Background: an optimization exercise with open tools, aiming at small area and a short achievable clock period. Do not read the settings as production practice. Only simulation tests tie the RTL to the original design; equivalence was not proved. Power figures rest on the tool's default switching activity, not on a simulated workload.

--- flow/flow/run.sh ---
#!/bin/bash
# The standard layout with two changes: plain buffers (buf_2) on the ports
# instead of the delay buffer buffer_ports picks by default, and timing repair
# free to change a cell's footprint while it resizes. The standard flow's full
# output goes to standard_flow.log; each tool's own log is under orfs/logs/.
set -euo pipefail
bash standard.sh BUFFER_PORTS_ARGS="-buffer_cell sky130_fd_sc_hd__buf_2" MATCH_CELL_FOOTPRINT=0 finish > standard_flow.log 2>&1
--- flow/standard.sh ---
#!/bin/bash
# synth_recipe.tcl (not shown) runs the flow's synth.tcl, then flattens the netlist and writes it again
# the make line also repeats each setting of config.mk as NAME=value (left out here)
make -C /OpenROAD-flow-scripts/flow DESIGN_CONFIG=/design/flow/config.mk WORK_HOME=/design/flow/orfs CLKGATE_MAP_FILE= SYNTH_SCRIPT=/design/flow/synth_recipe.tcl "${@:-finish}"
--- flow/config.mk ---
export PLATFORM = sky130hd
export DESIGN_NAME = lrm_sample_feeder
export DESIGN_NICKNAME = lrm_sample_feeder
export VERILOG_FILES = /design/flow/design.v
export SDC_FILE = /design/flow/constraint.sdc
export NUM_CORES = 4
export LEC_CHECK = 0
export CAP_MARGIN = 20
export CORE_MARGIN = 2
export CORE_UTILIZATION = 45
export CTS_CLUSTER_DIAMETER = 120
export CTS_CLUSTER_SIZE = 25
export PLACE_DENSITY = 0.65
export SETUP_SLACK_MARGIN = 2.7
export SLEW_MARGIN = 20
export TNS_END_PERCENT = 100
--- flow/constraint.sdc ---
create_clock -name core_clock -period 5.0 [get_ports {CLK}]
set_input_delay 1.0000 -clock core_clock [delete_from_list [all_inputs] [get_ports {CLK}]]
set_output_delay 1.0000 -clock core_clock [all_outputs]
set_load 0.01 [all_outputs]
--- flow/design.v ---
package lrm_pkg;
    localparam int unsigned DATA_W    = 8;
    localparam int unsigned SAMPLE_W  = 17;
    localparam int unsigned RESULT_W  = 25;
    localparam int unsigned CYCLE_W   = 32;
    localparam int unsigned X_MSB     = 16;
    localparam int unsigned Y_MSB     = 8;
    localparam int unsigned PRED_BIT  = 0;
    localparam int unsigned MIN_TRAIN = 2;
    localparam logic [1:0] ST_IDLE   = 2'd0;
    localparam logic [1:0] ST_STREAM = 2'd1;
    localparam logic [1:0] ST_DRAIN  = 2'd2;
    typedef struct packed {
        logic              fit_ok;
        logic [DATA_W-1:0] yp;
        logic [DATA_W-1:0] a;
        logic [DATA_W-1:0] b;
    } result_t;
endpackage
module lrm_sync_fifo #(
    parameter int unsigned WIDTH = 17,
    parameter int unsigned DEPTH = 62,
    parameter int unsigned BANKS = 1
) (
    input  logic             clk,
    input  logic             we,
    input  logic [DEPTH-1:0] wsel,
    input  logic [WIDTH-1:0] din,
    input  logic [DEPTH-1:0] rsel,
    output logic [BANKS*WIDTH-1:0] dout
);
    logic [WIDTH-1:0] mem [DEPTH];
    always_ff @(posedge clk) begin
        for (int i = 0; i < DEPTH; i++) begin
            if (we && wsel[i]) begin
                mem[i] <= din;
            end
        end
    end
    always_comb begin
        dout = '0;
        for (int i = 0; i < DEPTH; i++) begin
            dout[(i % BANKS) * WIDTH +: WIDTH] = dout[(i % BANKS) * WIDTH +: WIDTH] |
                                                 (mem[i] & {WIDTH{rsel[i]}});
        end
    end
endmodule
module lrm_sample_feeder #(
    parameter int unsigned DEPTH     = 64,
    parameter int unsigned RES_DEPTH = 8
) (
    input  logic                 CLK,
    input  logic                 RESET_N,
    input  logic                 START,
    input  logic                 WR_EN,
    input  logic [lrm_pkg::SAMPLE_W-1:0]  WR_DATA,
    output logic                 FULL,
    input  logic                 LRM_READY,
    output logic [lrm_pkg::DATA_W-1:0]    LRM_XI,
    output logic [lrm_pkg::DATA_W-1:0]    LRM_YI,
    output logic                 LRM_PREDICT,
    output logic                 LRM_VALID,
    input  logic                 LRM_DONE,
    input  logic [lrm_pkg::DATA_W-1:0]    LRM_YP,
    input  logic [lrm_pkg::DATA_W-1:0]    LRM_A,
    input  logic [lrm_pkg::DATA_W-1:0]    LRM_B,
    input  logic                 RD_EN,
    output logic [lrm_pkg::RESULT_W-1:0]  RD_DATA,
    output logic                 RES_EMPTY,
    output logic [lrm_pkg::DATA_W-1:0]    TRAIN_CNT,
    output logic [lrm_pkg::DATA_W-1:0]    OUTSTANDING,
    output logic [lrm_pkg::CYCLE_W-1:0]   CYCLES,
    output logic                 BUSY,
    output logic                 FINISHED,
    output logic                 ERR
);
    localparam int unsigned SW  = lrm_pkg::SAMPLE_W;
    localparam int unsigned RW  = lrm_pkg::RESULT_W;
    localparam int unsigned SMD = DEPTH - 2;        
    localparam int unsigned RMD = RES_DEPTH - 1;    
    localparam int unsigned SCW = $clog2(DEPTH + 1);
    localparam int unsigned RCW = $clog2(RES_DEPTH + 1);
    localparam int unsigned DW  = lrm_pkg::DATA_W;
    function automatic logic [15:0] plus1(input logic [15:0] v);
        logic c;
        c = 1'b1;
        for (int i = 0; i < 16; i++) begin
            plus1[i] = v[i] ^ c;
            c        = c & v[i];
        end
    endfunction
    function automatic logic [15:0] minus1(input logic [15:0] v);
        logic b;
        b = 1'b1;
        for (int i = 0; i < 16; i++) begin
            minus1[i] = v[i] ^ b;
            b         = b & !v[i];
        end
    endfunction
    logic stream;                  
    logic stream_next, busy_next, finished_next;
    logic r_full;                  
    logic out_zero;
    logic busy_i;                  
    logic s_full_i;                
    logic s_valid_i;               
    logic r_avail;                 
    assign out_zero = (OUTSTANDING == '0);
    always_comb begin
        stream_next   = (!busy_i && START) || (stream && s_ge1);
        finished_next = busy_i && !stream && out_zero && !LRM_DONE;
        busy_next     = (!busy_i && START) || stream || (busy_i && !finished_next);
    end
    always_ff @(posedge CLK or negedge RESET_N) begin
        if (!RESET_N) begin
            stream   <= 1'b0;
            BUSY     <= 1'b0;
            busy_i   <= 1'b0;
            FINISHED <= 1'b0;
            ERR      <= 1'b0;
        end else begin
            stream   <= stream_next;
            BUSY     <= busy_next;
            busy_i   <= busy_next;
            FINISHED <= finished_next;
            if ((WR_EN && s_full_i) || (LRM_DONE && r_full)) begin
                ERR <= 1'b1;
            end
        end
    end
    logic [SCW-1:0] s_cnt;
    logic [SW-1:0]  s_h, s_n, s_mhead;
    logic [4*SW-1:0] s_port_d;     
    logic [SW-1:0]  s_port_e0, s_port_o1, s_port_e2, s_port_o3;   
    logic [SW-1:0]  s_last;        
    logic           s_last_hit;    
    logic           s_hodd;        
    logic [7:0]     s_wgrp, s_wslot;
    logic [SMD-1:0] s_wsel;
    logic [SMD-1:0] s_rsel;        
    logic           s_push, s_pop, s_mwe;
    logic           s_ge1, s_ge2, s_ge3, s_ge4;
    logic           s_ge1_next, s_inc, s_dec;
    logic           s_full_next, valid_next;
    logic [SCW-1:0] s_cnt_next;
    logic [SW-1:0]  s_h_next;
    assign s_push = WR_EN && !s_full_i;
    assign s_pop  = s_valid_i && LRM_READY;
    assign s_inc  = s_push && !s_pop;
    assign s_dec  = s_pop && !s_push;
    assign s_mwe  = s_push && (s_ge3 || (s_ge2 && !s_pop));    
    lrm_sync_fifo #(
        .WIDTH (SW),
        .DEPTH (SMD),
        .BANKS (4)
    ) u_sample_mem (
        .clk  (CLK),
        .we   (s_push),
        .wsel (s_wsel),
        .din  (WR_DATA),
        .rsel (s_rsel),
        .dout (s_port_d)
    );
    always_comb begin
        for (int i = 0; i < SMD; i++) begin
            s_wsel[i] = s_wgrp[i / 8] && s_wslot[i % 8];
        end
    end
    always_comb begin
        if (s_pop) begin
            s_h_next = s_ge2 ? s_n : WR_DATA;
        end else begin
            s_h_next = s_ge1 ? s_h : WR_DATA;
        end
        s_ge1_next = s_inc || (s_dec ? s_ge2 : s_ge1);
        case ({s_push, s_pop})
            2'b10:   s_cnt_next = SCW'(plus1(16'(s_cnt)));
            2'b01:   s_cnt_next = SCW'(minus1(16'(s_cnt)));
            default: s_cnt_next = s_cnt;
        endcase
        s_full_next = s_pop ? 1'b0 : (s_full_i || (s_cnt == SCW'(DEPTH - 1) && s_push));
        valid_next  = stream_next && s_ge1_next;
    end
    assign s_mhead = s_last_hit ? s_last :
                     (s_hodd ? (s_port_o1 | s_port_o3) : (s_port_e0 | s_port_e2));
    always_ff @(posedge CLK) begin
        s_port_e0  <= s_port_d[0 +: SW];
        s_port_o1  <= s_port_d[SW +: SW];
        s_port_e2  <= s_port_d[2*SW +: SW];
        s_port_o3  <= s_port_d[3*SW +: SW];
        s_last     <= WR_DATA;
        s_last_hit <= s_push && (s_pop ? (s_ge3 && !s_ge4) : (s_ge2 && !s_ge3));
        s_h <= s_h_next;
        if (s_pop) begin
            s_n <= s_ge3 ? s_mhead : WR_DATA;
        end else if (!s_ge2) begin
            s_n <= WR_DATA;
        end
    end
    always_ff @(posedge CLK or negedge RESET_N) begin
        if (!RESET_N) begin
            s_cnt       <= '0;
            s_wgrp      <= 8'd1;
            s_wslot     <= 8'd1;
            s_rsel      <= SMD'(3);
            s_hodd      <= 1'b0;
            s_ge1       <= 1'b0;
            s_ge2       <= 1'b0;
            s_ge3       <= 1'b0;
            s_ge4       <= 1'b0;
            FULL        <= 1'b0;
            s_full_i    <= 1'b0;
            LRM_VALID   <= 1'b0;
            s_valid_i   <= 1'b0;
            LRM_XI      <= '0;
            LRM_YI      <= '0;
            LRM_PREDICT <= 1'b0;
        end else begin
            s_cnt <= s_cnt_next;
            if (s_mwe) begin
                if (s_wgrp[(SMD - 1) / 8] && s_wslot[(SMD - 1) % 8]) begin
                    s_wgrp  <= 8'd1;
                    s_wslot <= 8'd1;
                end else begin
                    s_wslot <= {s_wslot[6:0], s_wslot[7]};
                    if (s_wslot[7]) begin
                        s_wgrp <= {s_wgrp[6:0], s_wgrp[7]};
                    end
                end
            end
            if (s_pop && s_ge3) begin
                s_rsel <= {s_rsel[SMD-2:0], s_rsel[SMD-1]};
                s_hodd <= !s_hodd;
            end
            s_ge1     <= s_ge1_next;
            s_ge2     <= s_inc ? s_ge1 : (s_dec ? s_ge3 : s_ge2);
            s_ge3     <= s_inc ? s_ge2 : (s_dec ? s_ge4 : s_ge3);
            s_ge4     <= s_inc ? s_ge3 : (s_dec ? (s_cnt >= SCW'(5)) : s_ge4);
            FULL      <= s_full_next;
            s_full_i  <= s_full_next;
            LRM_VALID <= valid_next;
            s_valid_i <= valid_next;
            {LRM_XI, LRM_YI, LRM_PREDICT} <= valid_next ? s_h_next : '0;
        end
    end
    logic [RCW-1:0] r_cnt;
    logic [RW-1:0]  r_din, r_mhead;
    logic [RMD-1:0] r_wsel;        
    logic [RMD-1:0] r_rsel;        
    logic           r_push, r_pop, r_mwe, r_ge2;
    logic           fit_ok_c;
    assign fit_ok_c = (TRAIN_CNT >= lrm_pkg::DATA_W'(lrm_pkg::MIN_TRAIN));
    assign r_din    = {fit_ok_c, LRM_YP, LRM_A, LRM_B};
    assign r_push   = LRM_DONE && !r_full;
    assign r_pop    = RD_EN && r_avail;
    assign r_ge2    = (r_cnt >= RCW'(2));
    assign r_mwe    = r_push && (r_ge2 || (r_avail && !r_pop));
    lrm_sync_fifo #(
        .WIDTH (RW),
        .DEPTH (RMD)
    ) u_result_mem (
        .clk  (CLK),
        .we   (r_push),
        .wsel (r_wsel),
        .din  (r_din),
        .rsel (r_rsel),
        .dout (r_mhead)
    );
    always_ff @(posedge CLK or negedge RESET_N) begin
        if (!RESET_N) begin
            r_cnt     <= '0;
            r_wsel    <= RMD'(1);
            r_rsel    <= RMD'(1);
            RES_EMPTY <= 1'b1;
            r_avail   <= 1'b0;
            r_full    <= 1'b0;
            RD_DATA   <= '0;
        end else begin
            case ({r_push, r_pop})
                2'b10:   r_cnt <= RCW'(plus1(16'(r_cnt)));
                2'b01:   r_cnt <= RCW'(minus1(16'(r_cnt)));
                default: r_cnt <= r_cnt;
            endcase
            if (r_mwe) begin
                r_wsel <= {r_wsel[RMD-2:0], r_wsel[RMD-1]};
            end
            if (r_pop && r_ge2) begin
                r_rsel <= {r_rsel[RMD-2:0], r_rsel[RMD-1]};
            end
            if (r_pop) begin
                RES_EMPTY <= !r_ge2 && !r_push;
                r_avail   <= r_ge2 || r_push;
                r_full    <= 1'b0;
                if (r_ge2) begin
                    RD_DATA <= r_mhead;
                end else begin
                    RD_DATA <= r_push ? r_din : '0;
                end
            end else begin
                RES_EMPTY <= !r_avail && !r_push;
                r_avail   <= r_avail || r_push;
                r_full    <= r_full || (r_cnt == RCW'(RES_DEPTH - 1) && r_push);
                if (!r_avail) begin
                    RD_DATA <= r_push ? r_din : '0;
                end
            end
        end
    end
    always_ff @(posedge CLK or negedge RESET_N) begin
        if (!RESET_N) begin
            CYCLES      <= '0;
            TRAIN_CNT   <= '0;
            OUTSTANDING <= '0;
        end else if (!busy_i && START) begin
            CYCLES      <= '0;
            TRAIN_CNT   <= '0;
            OUTSTANDING <= '0;
        end else begin
            if (busy_i) begin
                CYCLES <= CYCLES + lrm_pkg::CYCLE_W'(1);
            end
            if (s_pop && !s_h[0] && (TRAIN_CNT != {lrm_pkg::DATA_W{1'b1}})) begin
                TRAIN_CNT <= TRAIN_CNT + lrm_pkg::DATA_W'(1);
            end
            case ({s_pop && s_h[0], LRM_DONE})
                2'b10: OUTSTANDING <= DW'(plus1(16'(OUTSTANDING)));
                2'b01: begin
                    if (!out_zero) begin
                        OUTSTANDING <= DW'(minus1(16'(OUTSTANDING)));
                    end
                end
                default: begin
                end
            endcase
        end
    end
endmodule
==> run summary <==
Slew Limit Fails 0; Area growth syn-to-layout 9.53%; Main synth FF type edfxtp_1; register-to-register setup slack 2.78 ns; total CTS buffers 72; initial antenna violation count 3; Final Cycle Share 46.3%; Die W 356 um; commonest cells after routing, fill and taps aside edfxtp_1 (1229), nand2_1 (276), a22oi_1 (186), dfrtp_1 (184), a22o_1 (172); CP Cell Sequence buf_6; Avg Inst Size Synth 16.6 um2; slowest stage cell, crit path dfstp_2; vias in the first global route 30600; Int Pwr 18.4 mW; min Tclk post-route 2.32 ns; Die Area 127000 um2; Placed Area 58300 um2; hold_buf cts 0; vias 32500; CTS tree done; cell area after layout 61100 um2; combinational share of power 11.6%; Worst-Margin Slew 1.18 ns; distinct cell type count of the synthesized netlist 63; crit path capture type output pin; Slowest Stage Delay on Critical Path 0.54 ns; core area 123000 um2; fillcell total 10200; vias per inst 6.28; crit path launch type register; GRT Total Usage 23.2%; Finish-stage setup viols 0; number of diodes 0; # IOs 144; Static Leak 20.4 nW; flops & latches, synth 1556; dpl ws 1.69 ns; DP HPWL 88900 um; Root Buffer clkbuf_16; Max Fanout on Critical Path 1; status timing/DRC/antenna clean; Clk pin slew, worst setup/hold paths 0.10 ns; delay-heaviest family, CP flip-flops; part of the power in registers 60.5%; Synth area leader edfxtp_1; commonest non-fill, non-tap cell in the layout edfxtp_1; fin nets 3534; CP bufs+invs 1; area share of the leading cell type in the synthesized netlist 66.1%; Worst EP required 4.00 ns; fmax 0.432 GHz; Critical R2R Capture s_port_o1[14]$_DFF_P_; GPL Wtd Cong 0.869; Synth area leaders edfxtp_1 (66%), dfrtp_1 (9.0%), dfxtp_1 (4.3%), a22o_1 (2.7%), a221oi_1 (2.7%); cell depth of the worst setup path 1; Max-slew headroom 21.1%; end of the critical path RES_EMPTY; final hold vios 0; first-pass GRT wire length 216000 um; buffer levels on the longest clock path 3; worst-skew pair later-pin latency 0.68 ns; Worst Skew 0.0328 ns; max-cap violation count 0; Post-synth ARST share 13.3%; Finished Layout Cells 5175; R2R Path Start s_rsel[17]$_DFFE_PN0P_; Setup TNS 0 ns; pwr dens 402 nW/um2; IO Port Bufs 143; residual DRC count 0; 1st-iter DRT viols 5270; DR WL/cell 28.9 um; Gate Count Post-Synth 3364; Post-synth EDFFs 1229; RSZ-0062 raised after global routing yes; row cnt 129; cell count after placement 4988; largest net degree at the start of global routing 122; grt ovf 0; Clk pwr share 27.9%; WS Path Type reg -> out; layout cell share with drive strength beyond 1 13.4%; Initial DRT Pass Iterations 8; post-route ant nets 0; Sw Ratio 24.8%; worst r2r path cells 3; Initial Utilization 45.2%; Crit. Startpoint RES_EMPTY$_DFF_PN1_; CP arrival 1.32 ns; die height 356 um; VDD IR max 0.327 mV; P_sw 6.09 mW; syn nets 3418; drt total wl 150000 um; # clock sinks 1556; smallest setup slack after layout 2.68 ns; synthesized area 55800 um2; YS warnings 5; Seq/Total Area, Yosys 79.7%; H-tree levels 3; Hold Path Class in -> async
==> Yosys cell counts, drive strengths merged, types with 5 or more instances <==
cell type,count
mux2i,11
inv,13
a31oi,53
xor2,13
mux2,16
a222oi,59
a221oi,170
clkbuf,172
and4,6
o211ai,5
ha,6
nor3,42
a21oi,45
o31ai,5
nor4,9
nor2b,5
a211oi,20
and3,101
dfxtp,120
nand2b,7
xnor2,12
nand4,81
dfstp,7
nor2,94
or3,5
edfxtp,1229
nand3,38
a22o,172
dfrtp,200
o22ai,34
nand2,283
o21ai,69
a22oi,186
buf,46
and2,9
==> sequential cells by signal, summed over array words and instances, names as in the netlist, 25 cells and up <==
signal            cells
CYCLES               32
RD_DATA              25
s_rsel               62
u_result_mem.mem    175
u_sample_mem.mem   1054
==> power groups by stage <==
stage / Clock (mW) / Sequential (mW) / Combinational [mW]
after global routing: 7.34 / 14.9 / 3.13
after floorplan: 0 / 15.2 / 1.29
after CTS: 6.91 / 14.8 / 2.73
after detailed placement: 0 / 15.3 / 2.33
final: 6.84 / 14.8 / 2.86
after global placement: 0 / 15.3 / 2.28
==> per-stage QoR <==
| stage | hold WS [ns] | util (%) | power (mW) |
|---|---|---|---|
| finish | 0.401 | 49.6 | 24.5 |
| global route | 0.459 | 49.6 | 25.4 |
| floorplan | 0.424 | - | 16.5 |
| detailed placement | 0.450 | 47.3 | 17.6 |
| global placement | 0.442 | 47.3 | 17.5 |
| CTS | 0.428 | 49.4 | 24.5 |
==> layout make-up <==
type | count | area (um2) | area share [%]
clock buffer | 128 | 2090 | 3.41
clock inverter | 4 | 48.8 | 0.0798
inverter | 13 | 75.1 | 0.123
multi-input combinational | 1578 | 10700 | 17.5
sequential | 1556 | 44500 | 72.8
tap | 1637 | 2050 | 3.35
timing repair buffer | 258 | 1660 | 2.71
timing repair inverter | 1 | 8.76 | 0.0143
==> kinds of logic (layout without fill, tap and decap cells) <==
kind of cell	count (synthesis)	after routing	share of synthesized area [%]
AOI/OAI and AO/OA	833	833	11.6
xor gates and xnor gates	25	25	0.392
adders and majority gates	6	6	0.135
buffers and inverters	231	404	1.64
DFF	1556	1556	79.7
muxes	27	27	0.520
and+or+nand+nor	686	687	5.98
==> metal layers <==
metal	GRT usage (%)	up-vias	routed length (um)
li1	-	13800	-
met4	5.97	0	3620
met3	4.68	181	16400
met5	0	-	0
met1	34.7	16700	62800
met2	34.7	1882	66900
==> repair_timing <==
action,in CTS,in global routing
gates resized for setup,52,17
pin swaps,1,1
endpoints found under the setup margin,1158,661
buffers inserted,44,9
gates cloned,0,2
==> how the worst min path moves through the flow <==
stage,from,endpoint,slack [ns],cells after the start
after floorplan,stream$_DFF_PN0_,FINISHED$_DFF_PN0_,0.42,1
after global placement,stream$_DFF_PN0_,FINISHED$_DFF_PN0_,0.44,1
after detailed placement,stream$_DFF_PN0_,FINISHED$_DFF_PN0_,0.45,1
after CTS,RESET_N,TRAIN_CNT[6]$_DFFE_PN0P_,0.43,1
after global routing,RESET_N,TRAIN_CNT[6]$_DFFE_PN0P_,0.46,1
final,RESET_N,TRAIN_CNT[6]$_DFFE_PN0P_,0.40,1

[what the ideal ports hide]
The results above use ideal ports. As a check the final layout listed here was re-extracted and re-timed, cells and wires unchanged.
Step 1 sets driving cells, clkbuf_16 on the clock port and buf_2 on the other inputs (assumed; they add their load-dependent delay and slew).
Step 2 moves the port delays by t, midway between the first and last clock arrival at a register: inputs arrive t later, outputs are due t later. That takes back most of the time a late clock gives input paths.
a / b / c = no drivers / after step 1 / after step 2; a / b = the first two.
t, ns: 0.736
slack for setup (ns): 2.685 / 2.615 / 2.161
clock arrival spread, ns: 0.039 / 0.039
worst register clock-pin slew, ns: 0.10 / 0.10
worst data-port slew with drivers (ns): 0.07
After both steps this run still meets setup and hold. The setup slack of this run moves by -0.070 ns with the drivers and by -0.524 ns with both steps.
